Source: an optimization exercise on an open RTL-to-GDS flow (aim: small area). Production flows keep margins and buffers that such runs may drop.
In this exercise RTL edits were held to simulation tests only and were not proved equivalent to the original.
Power is estimated from default activity; no workload was simulated.

Setup of main:
==> flow/design.v <==
package dtc_link_pkg;
   typedef struct packed {
      logic [1:0]  k;       
      logic [15:0] data;
   } link_word_t;
   localparam logic [1:0] K_IDLE = 2'b11;    
   localparam logic [1:0] K_CMD  = 2'b10;    
   localparam logic [1:0] K_DATA = 2'b00;    
   localparam logic [15:0] COMMA = 16'hBC3C;    
   localparam int PKT_WORDS     = 10;
   localparam int PAYLOAD_WORDS = 8;
   localparam logic [15:0] CRC_POLY = 16'h1021;
   localparam logic [15:0] CRC_INIT = 16'hFFFF;
endpackage
package dtc_req_pkg;
   typedef enum logic [3:0] {
      DCS_REQ   = 4'd0,
      HEARTBEAT = 4'd1,
      DATA_REQ  = 4'd2
   } pkt_kind_t;
   localparam int OP_W = 6;
   typedef logic [OP_W-1:0] op_t;
   localparam op_t OP_SINGLE_RD = 6'd0;
   localparam op_t OP_SINGLE_WR = 6'd1;
   localparam int TAG_W = 48;
   typedef logic [TAG_W-1:0] tag_t;
   localparam logic [7:0]  HDR_K_BASE = 8'h1C;     
   localparam logic [15:0] DMA_COUNT  = 16'h0010;  
   localparam logic [7:0]  VALID_BIT  = 8'h80;     
   typedef logic [2:0] ring_cnt_t;    
endpackage
`timescale 1ns/1ps
module dtc_crc16 (
   input  logic [15:0] crc_in,
   input  logic [15:0] data,
   output logic [15:0] crc_out
);
   always_comb
   begin
      crc_out = crc_in;
      for (int i = 15; i >= 0; i--)
      begin
         if (crc_out[15] ^ data[i])
            crc_out = {crc_out[14:0], 1'b0} ^ dtc_link_pkg::CRC_POLY;
         else
            crc_out = {crc_out[14:0], 1'b0};
      end
   end
endmodule
`timescale 1ns/1ps
module dtc_sim_top (
   input  logic        serdes_clk,
   input  logic        serdes_resetn,
   input  logic        marker_on,
   input  logic        start,
   input  logic        cfo_emul_en,
   input  logic [3:0]  packet_type,    
   input  logic [5:0]  op_code,        
   input  logic [15:0] addr,
   input  logic [15:0] wdata,
   input  logic [47:0] event_window_tag,
   input  logic [47:0] event_window_offset,
   input  logic [31:0] event_mode,
   input  logic [7:0]  rf_marker,
   input  logic        on_spill,
   input  logic        datareq_last_word,
   output logic [15:0] tx_data,
   output logic [1:0]  tx_k
);
   logic        last_d1, last_d2, first_start;
   logic [47:0] evt_tag, evt_next, tag_base, tag_sum;
   logic [47:0] tag_c;    
   logic [5:0]  tag_bc;   
   assign tag_base = first_start ? event_window_offset : evt_tag;
   always_comb
   begin
      tag_bc[0] = first_start | (last_d1 & ~last_d2);
      for (int k = 1; k < 6; k++)
         tag_bc[k] = tag_bc[k-1] & (&tag_base[8*k-8 +: 8]);
      for (int k = 0; k < 6; k++)
      begin
         tag_c[8*k] = tag_bc[k];
         for (int j = 1; j < 8; j++)
            tag_c[8*k+j] = tag_c[8*k+j-1] & tag_base[8*k+j-1];
      end
   end
   assign tag_sum  = tag_base ^ tag_c;
   assign evt_next = (start & ~cfo_emul_en) ? event_window_tag : tag_sum;
   always_ff @(posedge serdes_clk or negedge serdes_resetn)
   begin
      if (!serdes_resetn)
      begin
         last_d1     <= 1'b0;
         first_start <= 1'b1;
      end
      else
      begin
         last_d1 <= datareq_last_word;
         if (start & cfo_emul_en)
            first_start <= 1'b0;
      end
   end
   always_ff @(posedge serdes_clk)
   begin
      last_d2 <= last_d1;
      evt_tag <= evt_next;
   end
   logic [3:0] wcnt;         
   logic [5:0] fill, fill_next;
   logic       burst;
   logic [3:0] bcnt;
   logic       wr_en, rd_en, accept;
   assign wr_en     = (wcnt != 4'd0) && (wcnt != 4'd11);
   assign rd_en     = burst & ~marker_on;
   assign fill_next = fill + 6'(wr_en) - 6'(rd_en);
   assign accept    = start && ((fill <= 6'd21)
                             || (fill == 6'd22 && !(wr_en && !rd_en))
                             || (fill == 6'd23 && !wr_en && rd_en));
   always_ff @(posedge serdes_clk or negedge serdes_resetn)
   begin
      if (!serdes_resetn)
      begin
         wcnt  <= '0;
         fill  <= '0;
         burst <= 1'b0;
         bcnt  <= '0;
      end
      else
      begin
         if (accept)
            wcnt <= 4'd11;
         else if (wcnt != 4'd0)
            wcnt <= wcnt - 1'b1;
         fill <= fill_next;
         if (!burst && fill >= 6'd10)
            burst <= 1'b1;
         else if (rd_en)
         begin
            bcnt <= bcnt + 1'b1;
            if (bcnt == 4'd9)
            begin
               burst <= 1'b0;
               bcnt  <= '0;
            end
         end
      end
   end
   logic        s_hb [3];
   logic [79:0] s_w  [3];
   logic [8:0]  s_p7 [3];
   logic [2:0]  s_v;            
   logic        vac0, mv01, mv12;
   logic [2:0]  ring;
   logic [8:0]  tail;           
   logic        in_hb;
   logic [79:0] in_w;
   assign in_hb = (packet_type == 4'd1);
   always_comb
   begin
      in_w = '0;
      case (packet_type)
         4'd0: in_w[47:0] = {((op_code == 6'd1) ? wdata : 16'h0000), addr, 10'b0, op_code};
         4'd1: in_w[47:0] = event_window_tag;
         4'd2: in_w[47:0] = evt_next;
         default: ;
      endcase
      in_w[79:48] = event_mode;
      if (!in_hb)
         in_w[51:48] = packet_type;
   end
   assign vac0 = rd_en && (bcnt == 4'd7);
   assign mv01 = s_v[1] && (!s_v[0] || vac0);
   assign mv12 = s_v[2] && (!s_v[1] || mv01);
   always_ff @(posedge serdes_clk)
   begin
      if (mv01)
      begin
         s_hb[0] <= s_hb[1];
         s_w[0]  <= s_w[1];
         s_p7[0] <= s_p7[1];
      end
      if (mv12)
      begin
         s_hb[1] <= s_hb[2];
         s_w[1]  <= s_w[2];
         s_p7[1] <= s_p7[2];
      end
      if (accept)
      begin
         s_hb[2] <= in_hb;
         s_w[2]  <= in_w;
         s_p7[2] <= {rf_marker, on_spill};
      end
   end
   logic [9:0]       pos;        
   logic [3:0]       r_kind;
   logic             r_hb;
   logic [15:0]      rd_data, crc, crc_step;
   logic [1:0]       rd_k;
   always_comb
   begin
      for (int j = 0; j < 10; j++)
         pos[j] = (bcnt == 4'(j));
   end
   assign r_hb   = s_hb[0];
   assign r_kind = r_hb ? 4'd1 : s_w[0][51:48];
   always_comb
   begin
      rd_k    = pos[0] ? dtc_link_pkg::K_CMD : dtc_link_pkg::K_DATA;
      rd_data = ({16{pos[0]}} & {dtc_req_pkg::HDR_K_BASE, ring, 1'b0, r_kind})
              | ({16{pos[1]}} & dtc_req_pkg::DMA_COUNT)
              | ({16{pos[2]}} & {dtc_req_pkg::VALID_BIT, r_kind, 4'h0})
              | ({16{pos[3]}} & s_w[0][15:0])
              | ({16{pos[4]}} & s_w[0][31:16])
              | ({16{pos[5]}} & s_w[0][47:32])
              | ({16{pos[6] & r_hb}} & s_w[0][63:48])
              | ({16{pos[7] & r_hb}} & s_w[0][79:64])
              | ({16{pos[8]}} & {tail[8:1], 7'b0, tail[0]})
              | ({16{pos[9]}} & crc);
   end
   dtc_crc16 u_crc (
      .crc_in  (crc),
      .data    (rd_data),
      .crc_out (crc_step)
   );
   always_ff @(posedge serdes_clk)
   begin
      if (rd_en)
      begin
         if (bcnt == 4'd0)
            crc <= 16'h0F3E;    
         else if (bcnt != 4'd1 && bcnt != 4'd9)
            crc <= crc_step;
         if (bcnt == 4'd7)
            tail <= r_hb ? s_p7[0] : 9'h000;
      end
   end
   always_ff @(posedge serdes_clk or negedge serdes_resetn)
   begin
      if (!serdes_resetn)
      begin
         s_v     <= '0;
         ring    <= '0;
         tx_data <= dtc_link_pkg::COMMA;
         tx_k    <= dtc_link_pkg::K_IDLE;
      end
      else
      begin
         s_v[0] <= (s_v[0] && !vac0) || mv01;
         s_v[1] <= (s_v[1] && !mv01) || mv12;
         s_v[2] <= (s_v[2] && !mv12) || accept;
         if (rd_en && bcnt == 4'd9)
            ring <= ring + 1'b1;
         if (rd_en)
         begin
            tx_data <= rd_data;
            tx_k    <= rd_k;
         end
         else
         begin
            tx_data <= dtc_link_pkg::COMMA;
            tx_k    <= dtc_link_pkg::K_IDLE;
         end
      end
   end
endmodule
clock: 7.0 ns
lec_check: 0
cap_margin: 20
core_margin: 2
core_utilization: 40
cts_buf_list: sky130_fd_sc_hd__clkbuf_16
cts_cluster_diameter: 100
cts_cluster_size: 25
place_density: 0.6
slew_margin: 20
standard.sh (not shown) runs the stock make flow with config.mk's settings and CLKGATE_MAP_FILE= SYNTH_SCRIPT=/design/flow/synth_recipe.tcl, a recipe that flattens the netlist after the stock synthesis.
==> flow/flow/run.sh <==
#!/bin/bash
set -uo pipefail
W=$(pwd)
rm -rf "$W/orfs_scripts"
cp -r "$FLOW_HOME/scripts" "$W/orfs_scripts"
cp "$W/flow/abc_map.script" "$W/orfs_scripts/abc_speed.script"
export BUFFER_PORTS_ARGS="-buffer_cell sky130_fd_sc_hd__buf_1"
SCRIPTS_DIR="$W/orfs_scripts" bash "$W/standard.sh" synth > "$W/flow_synth.log" 2>&1 || { tail -50 "$W/flow_synth.log"; exit 1; }
bash "$W/standard.sh" > "$W/flow_layout.log" 2>&1 || { tail -50 "$W/flow_layout.log"; exit 1; }
==> flow/flow/abc_map.script <==
strash
dch
amap -F 4 -A 4
topo
stime -c
buffer -c
upsize -c
dnsize -c
main: done, clean on timing, DRC and antenna
The following lists how the feature branch was set up differently from main:
diff --git a/flow/design.v b/flow/design.v
--- a/flow/design.v
+++ b/flow/design.v
@@ -68,13 +68,17 @@
    output logic [1:0]  tx_k
 );
    logic        last_d1, last_d2, first_start;
-   logic [47:0] evt_tag, evt_next, tag_base, tag_sum;
+   logic [47:0] evt_tag, evt_next, tag_base;
+   logic        sel_off, sel_win, tag_inc;
    logic [47:0] tag_c;    
    logic [5:0]  tag_bc;   
-   assign tag_base = first_start ? event_window_offset : evt_tag;
-   always_comb
-   begin
-      tag_bc[0] = first_start | (last_d1 & ~last_d2);
+   assign sel_off  = first_start & cfo_emul_en;
+   assign sel_win  = ~sel_off & (first_start | (start & ~cfo_emul_en));
+   assign tag_inc  = sel_off | (~sel_win & last_d1 & ~last_d2);
+   assign tag_base = sel_off ? event_window_offset : (sel_win ? event_window_tag : evt_tag);
+   always_comb
+   begin
+      tag_bc[0] = tag_inc;
       for (int k = 1; k < 6; k++)
          tag_bc[k] = tag_bc[k-1] & (&tag_base[8*k-8 +: 8]);
       for (int k = 0; k < 6; k++)
@@ -84,8 +88,7 @@
             tag_c[8*k+j] = tag_c[8*k+j-1] & tag_base[8*k+j-1];
       end
    end
-   assign tag_sum  = tag_base ^ tag_c;
-   assign evt_next = (start & ~cfo_emul_en) ? event_window_tag : tag_sum;
+   assign evt_next = tag_base ^ tag_c;
    always_ff @(posedge serdes_clk or negedge serdes_resetn)
    begin
       if (!serdes_resetn)
@@ -188,7 +191,7 @@
       if (accept)
       begin
          s_hb[2] <= in_hb;
-         s_w[2]  <= in_w;
+         s_w[2]  <= {in_w[79:48], ~in_w[47:0]};    
          s_p7[2] <= {rf_marker, on_spill};
       end
    end
@@ -210,9 +213,9 @@
       rd_data = ({16{pos[0]}} & {dtc_req_pkg::HDR_K_BASE, ring, 1'b0, r_kind})
               | ({16{pos[1]}} & dtc_req_pkg::DMA_COUNT)
               | ({16{pos[2]}} & {dtc_req_pkg::VALID_BIT, r_kind, 4'h0})
-              | ({16{pos[3]}} & s_w[0][15:0])
-              | ({16{pos[4]}} & s_w[0][31:16])
-              | ({16{pos[5]}} & s_w[0][47:32])
+              | ({16{pos[3]}} & ~s_w[0][15:0])
+              | ({16{pos[4]}} & ~s_w[0][31:16])
+              | ({16{pos[5]}} & ~s_w[0][47:32])
               | ({16{pos[6] & r_hb}} & s_w[0][63:48])
               | ({16{pos[7] & r_hb}} & s_w[0][79:64])
               | ({16{pos[8]}} & {tail[8:1], 7'b0, tail[0]})
## What came out
Between main and the feature branch, the flow reports number of distinct library cell variants in the gate-level netlist after synthesis increasing by a few percent.
Compared to main, the feature branch has power consumption 1.3% lower.
Number of placed instances with taps included: the feature branch higher than main
Going from main to the feature branch, the clock insertion delay at the later pin of the skew report was found to have gone down by 20 ps.
Wire length (lower): the feature branch
For the clock skew, the feature branch came in 18 ps lower than main did.

==> separate check: timing with driven ports <==
No port has a modelled driver above. Below, the same layouts with a new extraction and two added sets of constraints.
Step 1, drivers: a clkbuf_16 drives serdes_clk and a buf_2 each remaining input, both assumed.
Step 2, shift: input delay + t, output delay - t, t = (earliest + latest rising clock arrival at the registers) / 2. This alone moves slack from input paths to output paths.
a / b / c = no drivers / after step 1 / after step 2; a / b = the first two.
run | shift t [ns] | slack for setup (ns) | clock arrival spread, ns | worst slew at a driven data input, ns
main | 0.567 | 2.139 / 2.139 / 1.760 | 0.033 / 0.033 | 0.06
the feature branch | 0.567 | 1.151 / 1.180 / 0.614 | 0.015 / 0.015 | 0.05
After both steps setup and hold are still met in every run listed. For the feature branch, which loses most, drivers alone change the setup slack by +0.029 ns; drivers and shift together by -0.537 ns.
